Context: an optimization exercise on an open-source flow, tuned for small area. The choices shown serve that exercise and are no tape-out recipe.
Function was checked by simulation only, so behaviour that the tests miss may differ from the original.
No activity file was given, so power comes from the tool's default toggle rates.

==> v36: inputs <==
==> flow/design.v <==
module regfile_wb_demux #(
  parameter int DATA_W   = 32,
  parameter int ADDR_W   = 5,
  parameter int ZERO_REG = 0
) (
  input  logic                   clk,
  input  logic                   rst_n,
  input  logic                   reg_write,
  input  logic [ADDR_W-1:0]      wr_addr,
  input  logic [DATA_W-1:0]      wr_data,
  input  logic [ADDR_W-1:0]      rd_addr1,
  input  logic [ADDR_W-1:0]      rd_addr2,
  output logic [DATA_W-1:0]      rd_data1,
  output logic [DATA_W-1:0]      rd_data2,
  output logic [(2**ADDR_W)-1:0] wr_onehot
);
  localparam int DEPTH = 2**ADDR_W;
  localparam logic [ADDR_W-1:0] ZERO_ADDR = ADDR_W'(ZERO_REG);
  logic [DATA_W-1:0] regs [DEPTH];
  logic [DEPTH-1:0]  dec;
  always_comb begin
    dec = '0;
    for (int i = 0; i < DEPTH; i++) begin
      dec[i] = reg_write && (wr_addr == ADDR_W'(i));
    end
    dec[ZERO_REG] = 1'b0;
  end
  always_ff @(posedge clk or negedge rst_n) begin
    if (!rst_n) begin
      for (int i = 0; i < DEPTH; i++) begin
        regs[i] <= '0;
      end
    end else begin
      for (int i = 0; i < DEPTH; i++) begin
        if (dec[i]) begin
          regs[i] <= wr_data;
        end
      end
    end
  end
  always_ff @(posedge clk or negedge rst_n) begin
    if (!rst_n) begin
      wr_onehot <= '0;
    end else begin
      wr_onehot <= dec;
    end
  end
  always_comb begin
    rd_data1 = (rd_addr1 == ZERO_ADDR) ? '0 : regs[rd_addr1];
    rd_data2 = (rd_addr2 == ZERO_ADDR) ? '0 : regs[rd_addr2];
  end
endmodule
==> flow/run.sh <==
#!/bin/bash
# synth_recipe.tcl (not shown) runs the flow's synth.tcl, then flattens the netlist and writes it again
# the make line also repeats each setting of config.mk as NAME=value (left out here)
make -C /OpenROAD-flow-scripts/flow DESIGN_CONFIG=/design/flow/config.mk WORK_HOME=/design/flow/orfs CLKGATE_MAP_FILE= SYNTH_SCRIPT=/design/flow/synth_recipe.tcl finish
==> flow/config.mk <==
export PLATFORM = sky130hd
export DESIGN_NAME = regfile_wb_demux
export DESIGN_NICKNAME = regfile_wb_demux
export VERILOG_FILES = /design/flow/design.v
export SDC_FILE = /design/flow/constraint.sdc
export NUM_CORES = 4
export LEC_CHECK = 0
export CAP_MARGIN = 20
export CORE_MARGIN = 2
export CORE_UTILIZATION = 40
export SLEW_MARGIN = 20
==> flow/constraint.sdc <==
create_clock -name core_clock -period 6.5 [get_ports {clk}]
set_input_delay 1.3000 -clock core_clock [delete_from_list [all_inputs] [get_ports {clk}]]
set_output_delay 1.3000 -clock core_clock [all_outputs]
set_load 0.01 [all_outputs]
==> v18 (differences from v36) <==
==> flow/design.v (replaced) <==
module regfile_wb_demux #(
  parameter int DATA_W   = 32,
  parameter int ADDR_W   = 5,
  parameter int ZERO_REG = 0
) (
  input  logic                   clk,
  input  logic                   rst_n,
  input  logic                   reg_write,
  input  logic [ADDR_W-1:0]      wr_addr,
  input  logic [DATA_W-1:0]      wr_data,
  input  logic [ADDR_W-1:0]      rd_addr1,
  input  logic [ADDR_W-1:0]      rd_addr2,
  output logic [DATA_W-1:0]      rd_data1,
  output logic [DATA_W-1:0]      rd_data2,
  output logic [(2**ADDR_W)-1:0] wr_onehot
);
  localparam int DEPTH = 2**ADDR_W;
  logic [DEPTH*DATA_W-1:0] regs;
  logic [DEPTH*DATA_W-1:0] nxt;
  logic [DEPTH-1:0]  valid;
  logic [DEPTH-1:0]  dec, dec_n;
  logic [ADDR_W-1:0] last_addr;
  always_comb begin
    for (int i = 0; i < DEPTH; i++) begin
      dec[i]   = reg_write && (wr_addr == ADDR_W'(i)) && (i != ZERO_REG);
      dec_n[i] = !dec[i];
    end
  end
  for (genvar i = 0; i < DEPTH; i++) begin : g_reg
    if (i == ZERO_REG) begin : g_zero
      assign nxt[i*DATA_W +: DATA_W]  = '0;
      assign regs[i*DATA_W +: DATA_W] = '0;
    end else begin : g_data
      for (genvar b = 0; b < DATA_W; b++) begin : g_bit
        rf_hold u_hold (.en(dec[i]), .en_n(dec_n[i]), .d(wr_data[b]), .q(regs[i*DATA_W+b]), .o(nxt[i*DATA_W+b]));
      end
      always_ff @(posedge clk) regs[i*DATA_W +: DATA_W] <= nxt[i*DATA_W +: DATA_W];
    end
  end
  always_ff @(posedge clk or negedge rst_n) begin
    if (!rst_n) valid <= '0;
    else        valid <= valid | dec;
  end
  always_ff @(posedge clk or negedge rst_n) begin
    if (!rst_n)                                         last_addr <= ADDR_W'(ZERO_REG);
    else if (reg_write && wr_addr != ADDR_W'(ZERO_REG)) last_addr <= wr_addr;
    else                                                last_addr <= ADDR_W'(ZERO_REG);
  end
  always_comb begin
    for (int i = 0; i < DEPTH; i++)
      wr_onehot[i] = (last_addr == ADDR_W'(i)) && (i != ZERO_REG);
  end
  logic [DEPTH-1:0] sel1, sel2;
  always_comb begin
    for (int i = 0; i < DEPTH; i++) begin
      sel1[i] = (rd_addr1 == ADDR_W'(i)) && valid[i] && (i != ZERO_REG);
      sel2[i] = (rd_addr2 == ADDR_W'(i)) && valid[i] && (i != ZERO_REG);
    end
  end
  for (genvar b = 0; b < DATA_W; b++) begin : g_rd
    logic [DEPTH-1:0] col;
    for (genvar i = 0; i < DEPTH; i++) begin : g_col
      assign col[i] = regs[i*DATA_W+b];
    end
    rf_mux32 u_rd1 (.sel(sel1), .d(col), .y(rd_data1[b]));
    rf_mux32 u_rd2 (.sel(sel2), .d(col), .y(rd_data2[b]));
  end
endmodule
module rf_hold (
  input  logic en, en_n, d, q,
  output logic o
);
  assign o = (en & d) | (en_n & q);
endmodule
module rf_aoi222 (
  input  logic a1, b1, a2, b2, a3, b3,
  output logic y
);
  assign y = !((a1 & b1) | (a2 & b2) | (a3 & b3));
endmodule
module rf_nand2 (
  input  logic a, b,
  output logic y
);
  assign y = !(a & b);
endmodule
module rf_nand11 (
  input  logic [10:0] a,
  output logic        y
);
  assign y = !(&a);
endmodule
module rf_mux32 (
  input  logic [31:0] sel,
  input  logic [31:0] d,
  output logic        y
);
  logic [10:0] t;
  for (genvar g = 0; g < 10; g++) begin : g_aoi
    rf_aoi222 u (.a1(sel[3*g+1]), .b1(d[3*g+1]), .a2(sel[3*g+2]), .b2(d[3*g+2]),
                 .a3(sel[3*g+3]), .b3(d[3*g+3]), .y(t[g]));
  end
  rf_nand2 u_last (.a(sel[31]), .b(d[31]), .y(t[10]));
  rf_nand11 u_or (.a(t), .y(y));
endmodule
SYNTH_HIERARCHICAL = 1   (was not set)
SYNTH_MINIMUM_KEEP_SIZE = 0   (was not set)
==> v1 (differences from v36) <==
==> flow/design.v (replaced) <==
module regfile_wb_demux #(
  parameter int DATA_W   = 32,
  parameter int ADDR_W   = 5,
  parameter int ZERO_REG = 0
) (
  input  logic                   clk,
  input  logic                   rst_n,
  input  logic                   reg_write,
  input  logic [ADDR_W-1:0]      wr_addr,
  input  logic [DATA_W-1:0]      wr_data,
  input  logic [ADDR_W-1:0]      rd_addr1,
  input  logic [ADDR_W-1:0]      rd_addr2,
  output logic [DATA_W-1:0]      rd_data1,
  output logic [DATA_W-1:0]      rd_data2,
  output logic [(2**ADDR_W)-1:0] wr_onehot
);
  localparam int DEPTH = 2**ADDR_W;
  logic [DEPTH*DATA_W-1:0] regs;
  logic [DEPTH*DATA_W-1:0] nxt;
  logic [DEPTH-1:0]  valid;
  logic [DEPTH-1:0]  dec, dec_n;
  logic [ADDR_W-1:0] last_addr;
  always_comb begin
    for (int i = 0; i < DEPTH; i++) begin
      dec[i]   = reg_write && (wr_addr == ADDR_W'(i)) && (i != ZERO_REG);
      dec_n[i] = !dec[i];
    end
  end
  for (genvar i = 0; i < DEPTH; i++) begin : g_reg
    if (i == ZERO_REG) begin : g_zero
      assign nxt[i*DATA_W +: DATA_W]  = '0;
      assign regs[i*DATA_W +: DATA_W] = '0;
    end else begin : g_data
      for (genvar b = 0; b < DATA_W; b++) begin : g_bit
        rf_hold u_hold (.en(dec[i]), .en_n(dec_n[i]), .d(wr_data[b]), .q(regs[i*DATA_W+b]), .o(nxt[i*DATA_W+b]));
      end
      always_ff @(posedge clk) regs[i*DATA_W +: DATA_W] <= nxt[i*DATA_W +: DATA_W];
    end
  end
  always_ff @(posedge clk or negedge rst_n) begin
    if (!rst_n) valid <= '0;
    else        valid <= valid | dec;
  end
  always_ff @(posedge clk or negedge rst_n) begin
    if (!rst_n)                                         last_addr <= ADDR_W'(ZERO_REG);
    else if (reg_write && wr_addr != ADDR_W'(ZERO_REG)) last_addr <= wr_addr;
    else                                                last_addr <= ADDR_W'(ZERO_REG);
  end
  always_comb begin
    for (int i = 0; i < DEPTH; i++)
      wr_onehot[i] = (last_addr == ADDR_W'(i)) && (i != ZERO_REG);
  end
  logic [DEPTH-1:0] sel1, sel2;
  always_comb begin
    for (int i = 0; i < DEPTH; i++) begin
      sel1[i] = (rd_addr1 == ADDR_W'(i)) && valid[i] && (i != ZERO_REG);
      sel2[i] = (rd_addr2 == ADDR_W'(i)) && valid[i] && (i != ZERO_REG);
    end
  end
  for (genvar b = 0; b < DATA_W; b++) begin : g_rd
    logic [DEPTH-1:0] col;
    for (genvar i = 0; i < DEPTH; i++) begin : g_col
      assign col[i] = regs[i*DATA_W+b];
    end
    rf_mux32 u_rd1 (.sel(sel1), .d(col), .y(rd_data1[b]));
    rf_mux32 u_rd2 (.sel(sel2), .d(col), .y(rd_data2[b]));
  end
endmodule
module rf_hold (
  input  logic en, en_n, d, q,
  output logic o
);
  assign o = (en & d) | (en_n & q);
endmodule
module rf_aoi222 (
  input  logic a1, b1, a2, b2, a3, b3,
  output logic y
);
  assign y = !((a1 & b1) | (a2 & b2) | (a3 & b3));
endmodule
module rf_nand2 (
  input  logic a, b,
  output logic y
);
  assign y = !(a & b);
endmodule
module rf_nand11 (
  input  logic [10:0] a,
  output logic        y
);
  assign y = !(&a);
endmodule
module rf_mux32 (
  input  logic [31:0] sel,
  input  logic [31:0] d,
  output logic        y
);
  logic [10:0] t;
  for (genvar g = 0; g < 10; g++) begin : g_aoi
    rf_aoi222 u (.a1(sel[3*g+1]), .b1(d[3*g+1]), .a2(sel[3*g+2]), .b2(d[3*g+2]),
                 .a3(sel[3*g+3]), .b3(d[3*g+3]), .y(t[g]));
  end
  rf_nand2 u_last (.a(sel[31]), .b(d[31]), .y(t[10]));
  rf_nand11 u_or (.a(t), .y(y));
endmodule
==> flow/flow/run.sh (new file) <==
#!/bin/bash
set -euo pipefail
export BUFFER_PORTS_ARGS="-buffer_cell sky130_fd_sc_hd__buf_1"
export CTS_ARGS="-sink_clustering_enable -repair_clock_nets -dont_use_dummy_load -buf_list sky130_fd_sc_hd__clkbuf_16 -sink_clustering_size 25 -sink_clustering_max_diameter 70"
bash standard.sh > standard_make.log 2>&1
==> flow/standard.sh (new file) <==
#!/bin/bash
# synth_recipe.tcl (not shown) runs the flow's synth.tcl, then flattens the netlist and writes it again
# the make line also repeats each setting of config.mk as NAME=value (left out here)
make -C /OpenROAD-flow-scripts/flow DESIGN_CONFIG=/design/flow/config.mk WORK_HOME=/design/flow/orfs CLKGATE_MAP_FILE= SYNTH_SCRIPT=/design/flow/synth_recipe.tcl "${@:-finish}"
CAP_MARGIN = 8   (was 20)
CORE_UTILIZATION = 55   (was 40)
SLEW_MARGIN = 8   (was 20)
SYNTH_HIERARCHICAL = 1   (was not set)
SYNTH_MINIMUM_KEEP_SIZE = 0   (was not set)
removed: flow/run.sh
==> results list <==
- Number of cells produced by synthesis: approximately 3300
* Proportion of power drawn by the clock network: about a quarter
- The share of total power dissipated in sequential elements is 61.4%.
- The first global-routing pass estimated 258 mm of wire.
- The flow ran to the end and the layout has no timing, DRC or antenna violations.
- Distinct cell type count after synthesis: 35
- Register area share after synthesis: roughly 53%
* Worst Hold Launch: valid[22]$_DFF_PN0_
- Clock latency on the worst-skew pair, taken at its later pin, is ~0.64 ns.
- The layer flagged by global routing as most heavily used is met2.
- Post-synthesis mux area share: 0%
- Main combinational cell family by area after synthesis: compound AO/OA/AOI/OAI gates
- The routed design has about 180 mm of wire.
- Filler cell count in the final layout: between 5000 and 6000
Source of the figures above: v1

==> results list <==
- Number of cells produced by synthesis: around 3300
- Outcome: complete, no violations
- Main combinational cell family by area after synthesis: compound AO/OA/AOI/OAI gates
* Clock Latency Late Sink: roughly 0.69 ns
* Distinct cell type count after synthesis: 35
- Part of the total power dissipated in sequential elements: 50.8%
* Busiest layer in global routing: met1
- Wire length of the first global-routing pass: approximately 260 mm
- Worst Hold Launch: valid[15]$_DFF_PN0_
* Proportion of power drawn by the clock network: 37.3%
Source of the figures above: v18

==> results list <==
- In the synthesized netlist, the number of instances is between 4000 and 5000.
* Main combinational cell family by area after synthesis: multiplexers
- After filler insertion, the fill cell instance count of the layout stands at 12255.
- After detailed routing, the total wire length is roughly 290 mm.
- The later pin in the worst-skew pair is clocked with a latency of 0.79 ns.
- Worst Hold Launch: regs[24][2]$_DFFE_PN0P_
* Distinct cell type count after synthesis: between 70 and 80
- Measured against the total synthesized area, the mux share comes to about 19%.
- Outcome: complete, no violations
* Part of the total power dissipated in sequential elements: 47.5%
Source of the figures above: v36

-- static timing again, ports no longer ideal --
No port has a modelled driver above. Below, the same layouts with a new extraction and two added sets of constraints. Step 1 sets driving cells, clkbuf_16 on the clock port and buf_2 on the other inputs (assumed; they add their load-dependent delay and slew). Step 2 times the ports against the registers' clock, not the clock port: input delays grow and output delays shrink by t, the midpoint of the rising clock arrivals with the driver on. Slacks: ideal ports / drivers / drivers and shift; pairs: ideal ports / drivers.
run	shift t [ns]	slack for setup (ns)	hold WS [ns]	slew at the worst register clock pin (ns)
v36	0.863	0.306 / 0.132 / 0.132	0.503 / 0.503 / 0.503	0.07 / 0.07
v18	0.749	0.226 / 0.196 / 0.196	0.480 / 0.480 / 0.480	0.07 / 0.07
v1	0.713	0.631 / 0.611 / 0.611	0.470 / 0.470 / 0.470	0.10 / 0.10
After both steps every run listed still meets setup and hold. The setup slack of v36, which loses most, moves by -0.174 ns with the drivers and by -0.174 ns with both steps.
